From an optimization exercise on the open Yosys and OpenROAD flow, aimed at small area; shortcuts taken in it are not production practice.
Function was checked by simulation only, so behaviour that the tests miss may differ from the original.

==> flow/design.v (excerpt) <==
module layer_top (
   input  logic             clk,
   input  logic             reset,
   input  logic             s_valid,
   input  logic             m_ready,
   input  layer_pkg::data_t data_in,
   output logic             s_ready,
   output logic             m_valid,
   output layer_pkg::data_t data_out
);
Size: ~38 I/O pins.
clock: 7.0 ns
lec_check: 0
cap_margin: 20
core_margin: 2
core_utilization: 40
slew_margin: 20
standard.sh (not shown) runs the stock make flow with config.mk's settings and CLKGATE_MAP_FILE= SYNTH_SCRIPT=/design/flow/synth_recipe.tcl, a recipe that flattens the netlist after the stock synthesis.
==> flow/flow/run.sh <==
#!/bin/bash
# The standard synthesis, then its combinational logic mapped again by
# ABC with an area-oriented script (flow/abc_resyn.script): the standard
# synthesis's registers and adder cells stay exactly as they are, with their
# names. Then the standard layout of that netlist, with extra ORFS make
# variables from flow/make_vars (one per line).
# Logs: flow_synth.log and flow_make.log (make's output), flow_resyn.log
# (Yosys); each ORFS step also keeps its own log under orfs/logs.
set -euo pipefail
args=()
while IFS= read -r line; do
   [[ -z "$line" || "$line" == \#* ]] && continue
   args+=("$line")
done < flow/make_vars

bash standard.sh "${args[@]}" synth > flow_synth.log 2>&1

RES=orfs/results/$FLOW_PLATFORM/layer_top/base
LIB=$FLOW_HOME/platforms/$FLOW_PLATFORM/lib/sky130_fd_sc_hd__tt_025C_1v80.lib
YOSYS=$FLOW_HOME/../tools/install/yosys/bin/yosys
DONT_USE=$(grep -o 'sky130_fd_sc_hd__[a-z0-9_]*' $FLOW_HOME/platforms/$FLOW_PLATFORM/config.mk | sort -u | sed 's/^/-dont_use /' | tr '\n' ' ')
cp $RES/1_2_yosys.v 1_2_yosys_standard.v
cat > resyn.ys <<EOT
read_liberty -ignore_miss_func $LIB
read_verilog 1_2_yosys_standard.v
hierarchy -top $FLOW_TOP
blackbox sky130_fd_sc_hd__dfxtp_1 sky130_fd_sc_hd__edfxtp_1 sky130_fd_sc_hd__fa_1 sky130_fd_sc_hd__ha_1 sky130_fd_sc_hd__conb_1
tee -o resyn_stat_before.txt stat -liberty $LIB
flatten
opt -purge
abc -script $PWD/flow/abc_resyn.script -liberty $LIB $DONT_USE -constr $PWD/orfs/objects/$FLOW_PLATFORM/layer_top/base/abc.constr
splitnets
opt_clean -purge
hilomap -singleton -hicell sky130_fd_sc_hd__conb_1 HI -locell sky130_fd_sc_hd__conb_1 LO
insbuf -buf sky130_fd_sc_hd__buf_4 A X
tee -o resyn_stat_after.txt stat -liberty $LIB
write_verilog -noattr -nohex -nodec 1_2_yosys_resyn.v
EOT
$YOSYS -s resyn.ys > flow_resyn.log 2>&1
# The new netlist must be fully mapped and hold the same registers
cat > resyn_check.ys <<EOT
read_liberty -lib $LIB
read_verilog 1_2_yosys_resyn.v
hierarchy -check -top $FLOW_TOP
check -assert -mapped
EOT
$YOSYS -s resyn_check.ys > flow_resyn_check.log 2>&1
regs() { grep -oE 'sky130_fd_sc_hd__e?dfxtp_[0-9]+ +\\?[^ ]+' "$1" | sort; }
if ! diff <(regs 1_2_yosys_standard.v) <(regs 1_2_yosys_resyn.v) > flow_resyn_regs.diff; then
   echo "registers differ from the standard synthesis" >&2
   exit 1
fi
cp 1_2_yosys_resyn.v $RES/1_2_yosys.v
rm -f $RES/1_synth.odb
bash standard.sh "${args[@]}" finish > flow_make.log 2>&1
==> flow/flow/abc_resyn.script <==
strash
dch -f
amap
topo
stime -c
==> flow/flow/make_vars <==
BUFFER_PORTS_ARGS=-buffer_cell sky130_fd_sc_hd__buf_1
GPL_KEEP_OVERFLOW=0
CTS_ARGS=-sink_clustering_enable -repair_clock_nets -buf_list sky130_fd_sc_hd__clkbuf_8 -dont_use_dummy_load
The baseline passed the timing, DRC and antenna checks.
Edit:
==> flow/flow/make_vars (replaced) <==
BUFFER_PORTS_ARGS=-buffer_cell sky130_fd_sc_hd__buf_1
CTS_BUF_LIST=sky130_fd_sc_hd__clkbuf_8
GPL_KEEP_OVERFLOW=0
PLACE_DENSITY=0.8
Synthesized area is unchanged.
Final cell count climbs by about 1.1%.
Sequential cell count is unchanged.
Routed wire length drops by about 2%.
Worst setup slack gets worse by 0.15 ns.
First-iteration DRC count climbs by about 15%.
Design area climbs by about 1.2%.
Sequential share of layout area drops by 0.41 points.
Die area is unchanged.
Critical path depth climbs by 5.
Edit:
==> flow/flow/run.sh (replaced) <==
#!/bin/bash
# The standard layout (standard.sh) with extra ORFS make variables, one
# per line in flow/make_vars. Each ORFS step keeps its own log under
# orfs/logs; make's own output goes to flow_make.log here.
set -euo pipefail
args=()
while IFS= read -r line; do
   [[ -z "$line" || "$line" == \#* ]] && continue
   args+=("$line")
done < flow/make_vars
bash standard.sh "${args[@]}" finish > flow_make.log 2>&1
--- a/flow/flow/make_vars
+++ b/flow/flow/make_vars
@@ -3,2 +3 @@
 GPL_KEEP_OVERFLOW=0
-PLACE_DENSITY=0.8
removed: flow/flow/abc_resyn.script
The changed run completed without violations. Synthesized area increases by about 8%. Clock skew increases by 0.012 ns. First-iteration DRC count decreases by 33%. Synthesized cell count increases by 0.96%. Utilization decreases by 1.9 points. Routed wire length decreases by 5.7%. Worst hold slack barely changes. Global-route usage decreases by 2.3 points.
Edit:
==> flow/flow/make_vars (replaced) <==
BUFFER_PORTS_ARGS=-buffer_cell sky130_fd_sc_hd__buf_1
GLOBAL_PLACEMENT_ARGS=-timing_driven_nets_percentage 0
The changed run finished clean.
Global-route usage grows by 0.22 points.
Cell area grows by about 2.5%.
Sequential cell count does not change.
Count of clock-buffer cells in the layout stays the same.
Clock skew shrinks by 0.015 ns.
Synthesized cell count does not change.
Die area stays the same.
Fmax shrinks by about 2.4%.
Sequential share of layout area shrinks by 0.74 points.
Via count shrinks by about 0.8%.
Edit:
==> flow/flow/make_vars (replaced) <==
BUFFER_PORTS_ARGS=-buffer_cell sky130_fd_sc_hd__buf_1
CTS_BUF_LIST=sky130_fd_sc_hd__clkbuf_8 sky130_fd_sc_hd__clkbuf_16
Synthesized area is unchanged.
Sequential share of layout area is about the same.
Final cell count stays flat.
Setup slack improves by 0.27 ns.
Utilization stays flat.
Wire length climbs by 1.4%.
Sequential cell count does not change.
Cell area hardly moves.

-- afterwards: timing with drivers on the ports --
The flow's constraints put no driver on any port. The routed layouts listed below were extracted and timed again, unchanged, in two steps.
Step 1, drivers: a clkbuf_16 drives clk and a buf_2 each remaining input, both assumed.
Step 2 times the ports against the registers' clock, not the clock port: input delays grow and output delays shrink by t, the midpoint of the rising clock arrivals with the driver on.
a / b / c = ideal / step 1 / step 2; a / b = the first two.
run	shift t [ns]	setup slack, ns	clock arrival spread, ns	worst data-port slew with drivers (ns)
the first run	0.497	0.427 / 0.427 / 0.261	0.058 / 0.059	0.03
the second run	0.494	0.281 / 0.281 / 0.281	0.017 / 0.018	0.04
the third run	0.519	0.504 / 0.504 / 0.504	0.029 / 0.030	0.03
the fourth run	0.479	0.342 / 0.342 / 0.342	0.014 / 0.015	0.05
the fifth run	0.483	0.612 / 0.612 / 0.612	0.021 / 0.021	0.03
After both steps setup and hold are still met in every run listed. The setup slack of the first run, which loses most, moves by 0.000 ns with the drivers and by -0.166 ns with both steps.
